Context: an optimization exercise on an open-source flow, tuned for small area, a short achievable clock period and few clock cycles per item. The choices shown serve that exercise and are no tape-out recipe. No functional check of the RTL was part of any run shown here. Power and IR drop assume default switching activity.

## flow/design.v (module list and top-level ports; edited modules follow where they fit)
// module alu_core: 897 lines
// module alu_fa: 4 lines
// module alu_ha: 4 lines
// module alu_booth: 16 lines
// module alu_arbiter: 88 lines
module alu_arbiter
#(
  parameter int WIDTH   = 32,
  parameter int MUL_LAT = 3
) (
  input  logic             clk,
  input  logic             rst_n,
  input  logic             req0_valid,
  output logic             req0_ready,
  input  logic [2:0]       req0_op,
  input  logic [WIDTH-1:0] req0_a,
  input  logic [WIDTH-1:0] req0_b,
  input  logic             req1_valid,
  output logic             req1_ready,
  input  logic [2:0]       req1_op,
  input  logic [WIDTH-1:0] req1_a,
  input  logic [WIDTH-1:0] req1_b,
  output logic             resp_valid,
  input  logic             resp_ready,
  output logic             resp_id,
  output logic [WIDTH-1:0] resp_data,
  output logic             resp_zero,
  output logic             resp_neg
);
  // ...
==> flow/flow/run.sh <==
#!/bin/bash
# Layout: the standard ORFS flow (standard.sh), unchanged except for
# make-variable settings: a larger setup repair target (the SDC, clock period
# and I/O delays are untouched), plain buffers on the ports, and clock tree
# synthesis without dummy loads.
set -euo pipefail
bash standard.sh \
  SETUP_SLACK_MARGIN=6.9 \
  "BUFFER_PORTS_ARGS=-buffer_cell sky130_fd_sc_hd__buf_1" \
  "CTS_ARGS=-sink_clustering_enable -repair_clock_nets -dont_use_dummy_load" \
  finish > standard_flow.log 2>&1
==> flow/standard.sh <==
#!/bin/bash
# synth_recipe.tcl (not shown) runs the flow's synth.tcl, then flattens the netlist and writes it again
# the make line also repeats each setting of config.mk as NAME=value (left out here)
make -C /OpenROAD-flow-scripts/flow DESIGN_CONFIG=/design/flow/config.mk WORK_HOME=/design/flow/orfs CLKGATE_MAP_FILE= SYNTH_SCRIPT=/design/flow/synth_recipe.tcl "${@:-finish}"
==> flow/config.mk <==
export PLATFORM = sky130hd
export DESIGN_NAME = alu_arbiter
export DESIGN_NICKNAME = alu_arbiter
export VERILOG_FILES = /design/flow/design.v
export SDC_FILE = /design/flow/constraint.sdc
export NUM_CORES = 4
export LEC_CHECK = 0
export CAP_MARGIN = 20
export CORE_MARGIN = 2
export CORE_UTILIZATION = 65
export PLACE_DENSITY = 0.75
export SLEW_MARGIN = 20
export SYNTH_HIERARCHICAL = 1
export SYNTH_MINIMUM_KEEP_SIZE = 0
==> flow/constraint.sdc <==
create_clock -name core_clock -period 12.5 [get_ports {clk}]
set_input_delay 2.5000 -clock core_clock [delete_from_list [all_inputs] [get_ports {clk}]]
set_output_delay 2.5000 -clock core_clock [all_outputs]
set_load 0.01 [all_outputs]
==> load_flow_metrics.sql, run 1 <==
INSERT INTO impl_metrics (metric_group, metric, value, unit) VALUES
('synth', 'synth_top_area_cell', 'sky130_fd_sc_hd__fa_1', ''),
('critical_path', 'r2r_setup_slack', '6.98', 'ns'),
('power', 'power.sequential.fraction', '13.3', '%'),
('timing', 'max_slew.worst_pin.slew', '0.8434', 'ns'),
('final_layout', 'n_all_buffers', '252', ''),
('clock_tree', 'cts_resized', '111', ''),
('route', 'routed.top_layer', 'met4', ''),
('synth', 'synth_fa_ha_area_share', '30.74', '%'),
('grt', 'grtUsageMet3', '12.36', '%'),
('job', 'drv.max_cap_violation_count', '0', ''),
('placement', 'gp_congestion', '0.9573', ''),
('critical_path', 'timing.critical_path.fanout_max', '4', ''),
('final_layout', 'n_multi_input_combinational_cell', '1463', ''),
('die', 'fp.dieW', '172.2', 'µm'),
('timing', 'setup_slack', '6.914', 'ns'),
('final_layout', 'design.final.nets', '2387', ''),
('power', 'finalPower', '0.005739', 'W'),
('status', 'result_of_the_run', 'finished clean', ''),
('clock_tree', 'cts.htree.levels', '4', ''),
('synth', 'number_of_enable_type_register_cells_in_the_synthesized_netlist', '33', ''),
('final_layout', 'reg.largest.list', 'a_q: 32 flops, by_q: 32 flops, resp_data: 32 flops', ''),
('min_path', 'hold-path-endpoint', 'last_grant', ''),
('final_layout', 'layout_non_clock_buf_share', '7.974', '%'),
('timing', 'fin_crit_sh', '44.69', '%'),
('final_layout', 'layout-drive-gt1-share', '13.86', '%'),
('critical_path', 'rr_startpoint', 'one_q[0]', ''),
('final_layout', 'clockBufferCount', '17', ''),
('clock_tree', 'worst_skew_pair.late_latency', '0.44', 'ns'),
('final_layout', 'stdcell_area', '20700', 'µm²'),
('power', 'comb_power_share', '79.3', '%'),
('grt', 'global_route.usage.met2', '64.00', '%'),
('die', 'row_count', '61', ''),
('final_layout', 'layout.area.top_class', 'multi-input combinational cells', '');
==> module alu_arbiter, before the edit <==
module alu_arbiter
#(
  parameter int WIDTH   = 32,
  parameter int MUL_LAT = 3
) (
  input  logic             clk,
  input  logic             rst_n,
  input  logic             req0_valid,
  output logic             req0_ready,
  input  logic [2:0]       req0_op,
  input  logic [WIDTH-1:0] req0_a,
  input  logic [WIDTH-1:0] req0_b,
  input  logic             req1_valid,
  output logic             req1_ready,
  input  logic [2:0]       req1_op,
  input  logic [WIDTH-1:0] req1_a,
  input  logic [WIDTH-1:0] req1_b,
  output logic             resp_valid,
  input  logic             resp_ready,
  output logic             resp_id,
  output logic [WIDTH-1:0] resp_data,
  output logic             resp_zero,
  output logic             resp_neg
);
  logic last_grant, cap0, cap1, cid, en, acc0, acc1, acc;
  logic [2:0] op_g;
  logic [31:0] a_g, b_g, bm_g, by_g, y;
  logic cin_q, f_q;
  logic [31:0] a_q, by_q;
  logic [15:0] one_g, two_g, neg_g, one_q, two_q, neg_q;
  logic cin_g, f_g;
  assign en         = ~resp_valid | resp_ready;
  assign req0_ready = cap0 & en & (last_grant | ~req1_valid);
  assign req1_ready = cap1 & en & (~last_grant | ~req0_valid);
  assign acc0       = req0_valid & req0_ready;
  assign acc1       = req1_valid & req1_ready;
  assign acc        = acc0 | acc1;
  assign op_g = cid ? req0_op : req1_op;
  assign a_g  = cid ? req0_a  : req1_a;
  assign b_g  = cid ? req0_b  : req1_b;
  always_comb begin
    cin_g = 1'b0;
    f_g   = 1'b0;
    bm_g  = 32'd1;
    by_g  = '0;
    case (op_g)
      alu_pkg::ALU_MUL: bm_g = b_g;
      alu_pkg::ALU_SHL: bm_g = 32'd1 << b_g[4:0];
      alu_pkg::ALU_OR:  by_g = b_g & ~a_g;
      alu_pkg::ALU_SUB, alu_pkg::ALU_CMP: begin cin_g = 1'b1; by_g = ~b_g; end
      alu_pkg::ALU_CMM: begin cin_g = 1'b1; f_g = 1'b1; by_g = ~b_g; end
      alu_pkg::ALU_CME: begin f_g = 1'b1; by_g = ~b_g; end
      default: by_g = b_g;
    endcase
  end
  always_ff @(posedge clk or negedge rst_n) begin
    if (!rst_n) begin
      last_grant <= 1'b1;
      cid        <= 1'b0;
      cap0       <= 1'b0;
      cap1       <= 1'b0;
      resp_valid <= 1'b0;
    end else begin
      if (acc) last_grant <= acc1;
      cid <= ~cid;
      cap0 <= cid & req0_valid;
      cap1 <= ~cid & req1_valid;
      if (en) resp_valid <= acc;
    end
  end
  always_ff @(posedge clk) begin
    a_q   <= a_g;
    one_q <= one_g;
    two_q <= two_g;
    neg_q <= neg_g;
    by_q  <= by_g;
    cin_q <= cin_g;
    f_q   <= f_g;
    if (en) begin
      resp_data <= y;
      resp_id   <= cid;
    end
  end
  alu_booth u_booth (.b(bm_g), .one(one_g), .two(two_g), .neg(neg_g));
  alu_core u_core (.a(a_q), .one(one_q), .two(two_q), .neg(neg_q), .by(by_q), .cin(cin_q), .f(f_q), .y(y));
  assign resp_zero = resp_data == '0;
  assign resp_neg  = resp_data[WIDTH-1];
endmodule
==> run 2: changes to the inputs <==
--- a/flow/design.v
+++ b/flow/design.v
@@ -11,18 +11,18 @@
 endpackage
 module alu_core (
   input  logic [31:0] a,
   input  logic [15:0] one,
   input  logic [15:0] two,
   input  logic [15:0] neg,
   input  logic [31:0] by,
   input  logic        cin,
-  input  logic        f,
-  output logic [31:0] y
+  output logic [31:0] ms,
+  output logic [31:0] mc
 );
   wire pp_0_0 = (one[0] & a[0]) ^ neg[0];
   wire pp_0_1 = ((one[0] & a[1]) | (two[0] & a[0])) ^ neg[0];
   wire pp_0_2 = ((one[0] & a[2]) | (two[0] & a[1])) ^ neg[0];
   wire pp_0_3 = ((one[0] & a[3]) | (two[0] & a[2])) ^ neg[0];
   wire pp_0_4 = ((one[0] & a[4]) | (two[0] & a[3])) ^ neg[0];
   wire pp_0_5 = ((one[0] & a[5]) | (two[0] & a[4])) ^ neg[0];
   wire pp_0_6 = ((one[0] & a[6]) | (two[0] & a[5])) ^ neg[0];
@@ -832,17 +832,16 @@
   wire s524, c525;
   alu_fa u_s524 (.a(c460), .b(s461), .c(s395), .s(s524), .co(c525));
   wire s526, c527;
   alu_fa u_s526 (.a(c462), .b(s463), .c(s399), .s(s526), .co(c527));
   wire s528, c529;
   alu_fa u_s528 (.a(c464), .b(s465), .c(s403), .s(s528), .co(c529));
   wire s530;
   alu_fa u_s530 (.a(c466), .b(s467), .c(s406), .s(s530), .co());
-  logic [31:0] ms, mc, s;
   assign ms[0] = s468;
   assign mc[0] = pp_0_0;
   assign ms[1] = c469;
   assign mc[1] = s470;
   assign ms[2] = c471;
   assign mc[2] = s472;
   assign ms[3] = c473;
   assign mc[3] = s474;
@@ -897,19 +896,16 @@
   assign ms[28] = c523;
   assign mc[28] = s524;
   assign ms[29] = c525;
   assign mc[29] = s526;
   assign ms[30] = c527;
   assign mc[30] = s528;
   assign ms[31] = c529;
   assign mc[31] = s530;
-  assign s = ms + mc;
-  assign y[31:1] = f ? 31'b0 : s[31:1];
-  assign y[0] = (f & (a[31] ^ by[31])) ? s[31] : (f ? a[31] : s[0]);
 endmodule
 module alu_fa (input logic a, b, c, output logic s, co);
   assign s  = a ^ b ^ c;
   assign co = (a & b) | (a & c) | (b & c);
 endmodule
 module alu_ha (input logic a, b, output logic s, co);
   assign s  = a ^ b;
   assign co = a & b;
@@ -949,72 +945,70 @@
   input  logic [WIDTH-1:0] req1_b,
   output logic             resp_valid,
   input  logic             resp_ready,
   output logic             resp_id,
   output logic [WIDTH-1:0] resp_data,
   output logic             resp_zero,
   output logic             resp_neg
 );
-  logic last_grant, cap0, cap1, cid, en, acc0, acc1, acc;
+  logic last_grant, cv, cid, en, acc0, acc1, acc;
   logic [2:0] op_g;
-  logic [31:0] a_g, b_g, bm_g, by_g, y;
-  logic cin_q, f_q;
-  logic [31:0] a_q, by_q;
-  logic [15:0] one_g, two_g, neg_g, one_q, two_q, neg_q;
-  logic cin_g, f_g;
+  logic [31:0] a_g, b_g;
+  logic [31:0] a_q, b_q;
+  logic k_mul, k_shl, k_or, k_inv, k_add, k_cin, k_f;
+  logic [31:0] bm, by;
+  logic [15:0] one, two, neg;
+  logic [31:0] ms, mc, ms_q, mc_q, s;
+  logic f_q, eq_q, a31_q;
   assign en         = ~resp_valid | resp_ready;
-  assign req0_ready = cap0 & en & (last_grant | ~req1_valid);
-  assign req1_ready = cap1 & en & (~last_grant | ~req0_valid);
+  assign req0_ready = cv & ~cid & en & (last_grant | ~req1_valid);
+  assign req1_ready = cv &  cid & en & (~last_grant | ~req0_valid);
   assign acc0       = req0_valid & req0_ready;
   assign acc1       = req1_valid & req1_ready;
   assign acc        = acc0 | acc1;
   assign op_g = cid ? req0_op : req1_op;
   assign a_g  = cid ? req0_a  : req1_a;
   assign b_g  = cid ? req0_b  : req1_b;
-  always_comb begin
-    cin_g = 1'b0;
-    f_g   = 1'b0;
-    bm_g  = 32'd1;
-    by_g  = '0;
-    case (op_g)
-      alu_pkg::ALU_MUL: bm_g = b_g;
-      alu_pkg::ALU_SHL: bm_g = 32'd1 << b_g[4:0];
-      alu_pkg::ALU_OR:  by_g = b_g & ~a_g;
-      alu_pkg::ALU_SUB, alu_pkg::ALU_CMP: begin cin_g = 1'b1; by_g = ~b_g; end
-      alu_pkg::ALU_CMM: begin cin_g = 1'b1; f_g = 1'b1; by_g = ~b_g; end
-      alu_pkg::ALU_CME: begin f_g = 1'b1; by_g = ~b_g; end
-      default: by_g = b_g;
-    endcase
-  end
   always_ff @(posedge clk or negedge rst_n) begin
     if (!rst_n) begin
       last_grant <= 1'b1;
       cid        <= 1'b0;
-      cap0       <= 1'b0;
-      cap1       <= 1'b0;
+      cv         <= 1'b0;
       resp_valid <= 1'b0;
     end else begin
       if (acc) last_grant <= acc1;
       cid <= ~cid;
-      cap0 <= cid & req0_valid;
-      cap1 <= ~cid & req1_valid;
+      cv  <= cid ? req0_valid : req1_valid;
       if (en) resp_valid <= acc;
     end
   end
   always_ff @(posedge clk) begin
     a_q   <= a_g;
-    one_q <= one_g;
-    two_q <= two_g;
-    neg_q <= neg_g;
-    by_q  <= by_g;
-    cin_q <= cin_g;
-    f_q   <= f_g;
+    b_q   <= b_g;
+    k_mul <= op_g == alu_pkg::ALU_MUL;
+    k_shl <= op_g == alu_pkg::ALU_SHL;
+    k_or  <= op_g == alu_pkg::ALU_OR;
+    k_add <= op_g == alu_pkg::ALU_ADD;
+    k_inv <= (op_g == alu_pkg::ALU_SUB) | (op_g == alu_pkg::ALU_CMP) |
+             (op_g == alu_pkg::ALU_CMM) | (op_g == alu_pkg::ALU_CME);
+    k_cin <= (op_g == alu_pkg::ALU_SUB) | (op_g == alu_pkg::ALU_CMP) | (op_g == alu_pkg::ALU_CMM);
+    k_f   <= (op_g == alu_pkg::ALU_CMM) | (op_g == alu_pkg::ALU_CME);
+  end
+  assign bm = k_mul ? b_q : k_shl ? 32'd1 << b_q[4:0] : 32'd1;
+  assign by = ({32{k_add}} & b_q) | ({32{k_inv}} & ~b_q) | ({32{k_or}} & b_q & ~a_q);
+  alu_booth u_booth (.b(bm), .one(one), .two(two), .neg(neg));
+  alu_core u_core (.a(a_q), .one(one), .two(two), .neg(neg), .by(by), .cin(k_cin), .ms(ms), .mc(mc));
+  always_ff @(posedge clk) begin
     if (en) begin
-      resp_data <= y;
-      resp_id   <= cid;
+      ms_q    <= ms;
+      mc_q    <= mc;
+      f_q     <= k_f;
+      eq_q    <= a_q[31] ~^ by[31];
+      a31_q   <= a_q[31];
+      resp_id <= cid;
     end
   end
-  alu_booth u_booth (.b(bm_g), .one(one_g), .two(two_g), .neg(neg_g));
-  alu_core u_core (.a(a_q), .one(one_q), .two(two_q), .neg(neg_q), .by(by_q), .cin(cin_q), .f(f_q), .y(y));
+  assign s         = ms_q + mc_q;
+  assign resp_data = f_q ? {31'b0, eq_q ? a31_q : s[31]} : s;
   assign resp_zero = resp_data == '0;
   assign resp_neg  = resp_data[WIDTH-1];
 endmodule
==> flow/flow/run.sh (replaced) <==
#!/bin/bash
# Layout: the standard ORFS flow (standard.sh), unchanged except for
# make-variable settings: a larger setup repair target (the SDC, clock period
# and I/O delays are untouched), plain buffers on the ports, and clock tree
# synthesis without dummy loads.
set -euo pipefail
bash standard.sh \
  SETUP_SLACK_MARGIN=7.0 \
  "BUFFER_PORTS_ARGS=-buffer_cell sky130_fd_sc_hd__buf_1" \
  "CTS_ARGS=-sink_clustering_enable -repair_clock_nets -dont_use_dummy_load" \
  finish > standard_flow.log 2>&1
==> load_flow_metrics.sql, run 2 <==
INSERT INTO impl_metrics (metric_group, metric, value, unit) VALUES
('timing', 'max_slew.worst_pin.slew', '1.014', 'ns'),
('synth', 'synthesized_flop_and_latch_total', '143', ''),
('min_path', 'holdCritPathClass', 'reg2reg', ''),
('critical_path', 'r2r.worst_path.cells', '18', ''),
('clock_tree', 'tritoncts_clock_tree', 'built', ''),
('timing', 'fin_crit_sh', '54.61', '%'),
('placement', 'port_buffers', '176', ''),
('grt', 'grtUsageMet3', '13.65', '%'),
('die', 'core_region_area', '29720', 'µm²'),
('timing', 'layout_min_cycle_time', '6.826', 'ns'),
('synth', 'synth.top_cells.by_area', 'sky130_fd_sc_hd__fa_1 25%, sky130_fd_sc_hd__xnor2_1 12%, sky130_fd_sc_hd__edfxtp_1 10%', ''),
('synth', 'synth_cell_types', '74', ''),
('power', 'power.sequential.fraction', '21.1', '%'),
('timing', 'grt_setup_unrepaired', 'yes', ''),
('placement', 'gp_congestion', '1.010', ''),
('clock_tree', 'number_of_buffers_created_by_cts', '17', ''),
('placement', 'post-dp-hpwl', '39.20', 'mm'),
('clock_tree', 'cts.sinks', '143', ''),
('final_layout', 'layout.cells.most_common', 'sky130_fd_sc_hd__xnor2_1', ''),
('critical_path', 'rr_startpoint', 'k_mul', ''),
('critical_path', 'setup.worst_path.end_class', 'output port', ''),
('route', 'postRouteWirelength', '66.86', 'mm'),
('grt', 'global_route.usage.met2', '60.01', '%'),
('route', 'routedWlPerCell', '28.47', 'µm'),
('final_layout', 'design.final.nets', '2403', ''),
('power', 'net-switching-power', '0.001643', 'W'),
('clock_tree', 'cts.htree.levels', '4', ''),
('job', 'drv.max_cap_violation_count', '0', ''),
('final_layout', 'relative_area_change_from_synthesis_to_final_layout', '14.94', '%'),
('synth', 'avgSynthCellArea', '10.67', 'µm²'),
('synth', 'syn_nets', '2287', ''),
('timing', 'drv_slew', '0', ''),
('timing', 'max_slew_margin', '32.28', '%'),
('die', 'io_pins', '177', ''),
('synth', 'seq_area_frac_synth', '18.12', '%'),
('route', 'drt_first_pass_iters', '8', ''),
('power', 'power_density', '162.4', 'nW/µm²'),
('timing', 'max_freq', '146.5', 'MHz'),
('final_layout', 'layout_common_cells', '269 x sky130_fd_sc_hd__xnor2_1, 211 x sky130_fd_sc_hd__fa_1, 159 x sky130_fd_sc_hd__buf_1', ''),
('grt', 'grt_pass1_vias', '16160', ''),
('power', 'worst_ir_drop_vdd', '0.1017', 'mV'),
('grt', 'grt_usage', '39.89', '%'),
('route', 'drt_iter0_markers', '2190', ''),
('synth', 'netlist.area_leader.share', '24.63', '%'),
('final_layout', 'finish.utilization', '76.07', '%'),
('power', 'netSwitchingFraction', '44.75', '%'),
('synth', 'post_synth_instance_area', '19670', 'µm²'),
('grt', 'number_of_antenna_violations_at_the_first_check_in_global_routing', '0', ''),
('synth', 'number_of_enable_type_register_cells_in_the_synthesized_netlist', '68', ''),
('critical_path', 'worst_setup_path_start_kind', 'register', ''),
('die', 'row_count', '63', ''),
('die', 'design.die.area', '31660', 'µm²'),
('grt', 'use_met1', '49.74', '%'),
('synth', 'synth_top_area_cell', 'sky130_fd_sc_hd__fa_1', ''),
('clock_tree', 'ctsRootBufferMaster', 'sky130_fd_sc_hd__clkbuf_16', ''),
('clock_tree', 'ctsLongestPathBuffers', '2', ''),
('power', 'finalPower', '0.003671', 'W'),
('grt', 'overflow', '0', ''),
('power', 'cell_internal_pwr', '0.002028', 'W'),
('synth', 'async_flop_share', '2.797', '%'),
('critical_path', 'critPathKind', 'reg2out', ''),
('final_layout', 'fill_cells', '1816', ''),
('synth', 'synth.yosys.warnings', '8', ''),
('grt', 'top_usage_layer', 'met2', ''),
('synth', 'ys_dominant_reg_cell', 'sky130_fd_sc_hd__dfxtp_1', ''),
('critical_path', 'timing.rr.end', 'mc_q[29]', ''),
('die', 'die_y', '177.9', 'µm'),
('grt', 'grt_pass1_wl', '93.37', 'mm'),
('timing', 'hold_viol', '0', ''),
('critical_path', 'worstSetupEndpoint', 'resp_zero', ''),
('synth', 'yosysMostFrequentCell', 'sky130_fd_sc_hd__xnor2_1', ''),
('clock_tree', 'cts_clock_pin_slew_for_the_worst_setup_and_hold_paths', '0.05', 'ns'),
('timing', 'setup_violations', '0', ''),
('timing', 'timing.hold.ws', '0.4911', 'ns'),
('route', 'final_antenna_net_count', '0', ''),
('synth', 'yosys-top-cells-count', '280 x sky130_fd_sc_hd__xnor2_1, 242 x sky130_fd_sc_hd__fa_1, 152 x sky130_fd_sc_hd__a22oi_1', ''),
('power', 'comb_power_share', '67.3', '%'),
('timing', 'fin_worst_skew', '0.03052', 'ns'),
('synth', 'postSynthCellCount', '1843', ''),
('power', 'p_leak', '8.538', 'nW'),
('status', 'result_of_the_run', 'finished clean', ''),
('critical_path', 'required_arrival_time_at_the_worst_endpoint', '10.00', 'ns'),
('clock_tree', 'post_cts_hold_buffer_count', '0', ''),
('grt', 'grt_max_degree', '74', ''),
('route', 'routed_via_density', '7.046', ''),
('route', 'detail_route.drc_violations', '0', ''),
('die', 'starting_density', '66.18', '%'),
('critical_path', 'timing.critical_path.arrival', '4.33', 'ns'),
('critical_path', 'r2r_setup_slack', '7.00', 'ns'),
('final_layout', 'layout-drive-gt1-share', '28.10', '%'),
('critical_path', 'timing.critical_path.fanout_max', '4', ''),
('critical_path', 'worst_setup_path_startpoint', 'mc_q[0]', ''),
('clock_tree', 'worst_skew_pair.late_latency', '0.45', 'ns'),
('die', 'fp.dieW', '177.9', 'µm'),
('power', 'clkPwrFrac', '11.6', '%'),
('timing', 'final.setup.tns', '0', 'ns'),
('route', 'route.vias.total', '16540', '');
==> run 2: cell count changes after synthesis, moves of 36 or more <==
cell and delta:
sky130_fd_sc_hd__a22oi_2 +104, sky130_fd_sc_hd__mux2_2 +36, sky130_fd_sc_hd__buf_6 +42, sky130_fd_sc_hd__buf_4 +83
sky130_fd_sc_hd__clkbuf_1 -87, sky130_fd_sc_hd__dfxtp_1 -43, sky130_fd_sc_hd__a22oi_1 -104, sky130_fd_sc_hd__buf_2 +47
==> run 2: power by group through the flow <==
stage               sequential [W]  clock, W  combinational, W
floorplan                 0.000739         0           0.00196
global placement          0.000761         0           0.00203
detailed placement        0.000765         0           0.00212
CTS                       0.000759  0.000425           0.00222
global route              0.000782  0.000447           0.00269
finish                    0.000774  0.000427           0.00247
==> run 2: through the flow <==
stage | worst slack, ns | cell area, µm² | std cells
2_1_floorplan | 6.481 | 19720 | 1843
3_3_place_gp | 6.050 | 19690 | 2213
3_5_place_dp | 6.010 | 19700 | 2214
4_1_cts | 5.695 | 21310 | 2289
5_1_grt | 5.483 | 22600 | 2347
6_report | 5.674 | 22610 | 2348
==> run 2: worst min-delay path by stage <==
stage / from / end / cells after the start
2_1_floorplan: k_f / f_q / 0
3_3_place_gp: last_grant / last_grant / 2
3_5_place_dp: last_grant / last_grant / 2
4_1_cts: last_grant / last_grant / 2
5_1_grt: last_grant / last_grant / 2
6_report: last_grant / last_grant / 2
==> run 2: layout make-up <==
cell class              count  area (µm²)  area share [%]
well taps                 390       488.0           2.159
flip-flops and latches    143        3577           15.82
clock buffers              17       425.4           1.882
diodes                      1       2.502         0.01107
repair buffers            346        2713           12.00
inverters                  43       165.2          0.7306
multi-input cells        1408       15230           67.39
==> run 2: worst max-delay path, stage by stage, from the launching register on <==
cell and delay, ns:
sky130_fd_sc_hd__edfxtp_1 0.33, sky130_fd_sc_hd__ha_2 0.19, sky130_fd_sc_hd__inv_2 0.05, sky130_fd_sc_hd__fa_2 0.37, sky130_fd_sc_hd__nand2b_4 0.16, sky130_fd_sc_hd__a211oi_4 0.29, sky130_fd_sc_hd__o21ai_2 0.10, sky130_fd_sc_hd__mux2_4 0.31
sky130_fd_sc_hd__a2111o_1 0.35, sky130_fd_sc_hd__a2111oi_4 0.23, sky130_fd_sc_hd__o2111a_1 0.31, sky130_fd_sc_hd__or4b_1 0.45, sky130_fd_sc_hd__or4_1 0.43, sky130_fd_sc_hd__a211oi_2 0.16, sky130_fd_sc_hd__buf_2 0.16
==> run 2: cells by family (layout without fill, tap and decap cells) <==
logic type / count (synthesis) / count (layout) / synth area share, %
buf+inv: 294 / 406 / 9.784
other cells: 0 / 1 / 0
compound gates: 478 / 478 / 19.64
fa+ha+maj: 305 / 305 / 28.64
mux: 71 / 71 / 4.097
flops: 143 / 143 / 18.12
xor+xnor: 309 / 309 / 13.76
simple gates: 243 / 245 / 5.955
==> run 2: modules after synthesis, one instance, submodules excluded <==
module,copies in the design,flops+latches
alu_arbiter,1,143
alu_core,1,0
alu_booth,1,0
alu_ha,32,0
alu_fa,241,0
==> run 2: repair_timing <==
action,4_1_cts,5_1_grt
buffers inserted,46,47
resized for setup,130,153
pin swaps,43,75
endpoints found under the setup margin,49,43
cloned,12,11
==> run 2: routing by layer <==
| metal | vias to the layer above | share of wire (%) | routed length (µm) |
|---|---|---|---|
| met3 | 425 | 15 | 9878 |
| met5 | - | 0 | 0 |
| li1 | 6573 | - | - |
| met2 | 1604 | 43 | 28880 |
| met1 | 7942 | 35 | 23370 |
| met4 | 0 | 7.1 | 4732 |

-- what the ideal ports hide --
How much do the figures lean on ideal ports? The routed layouts below were timed once more, with nothing changed but the port constraints.
Step 1 (the two cells are an assumption about what drives the block):
set clk [get_ports {clk}]
set_driving_cell -lib_cell sky130_fd_sc_hd__clkbuf_16 $clk
set_driving_cell -lib_cell sky130_fd_sc_hd__buf_2 [delete_from_list [all_inputs] $clk]
Step 2 times the ports against the registers' clock, not the clock port: input delays grow and output delays shrink by t, the midpoint of the rising clock arrivals with the driver on.
a / b / c = ideal ports / drivers / drivers and shift; a / b = the first two.
run	shift t [ns]	setup slack, ns	pins driven straight from the clock port
run 1	0.484	6.914 / 6.892 / 6.892	1
run 2	0.487	5.674 / 5.623 / 6.111	1
After both steps every run listed still meets setup and hold. The setup slack of run 1, which loses most, moves by -0.022 ns with the drivers and by -0.022 ns with both steps.
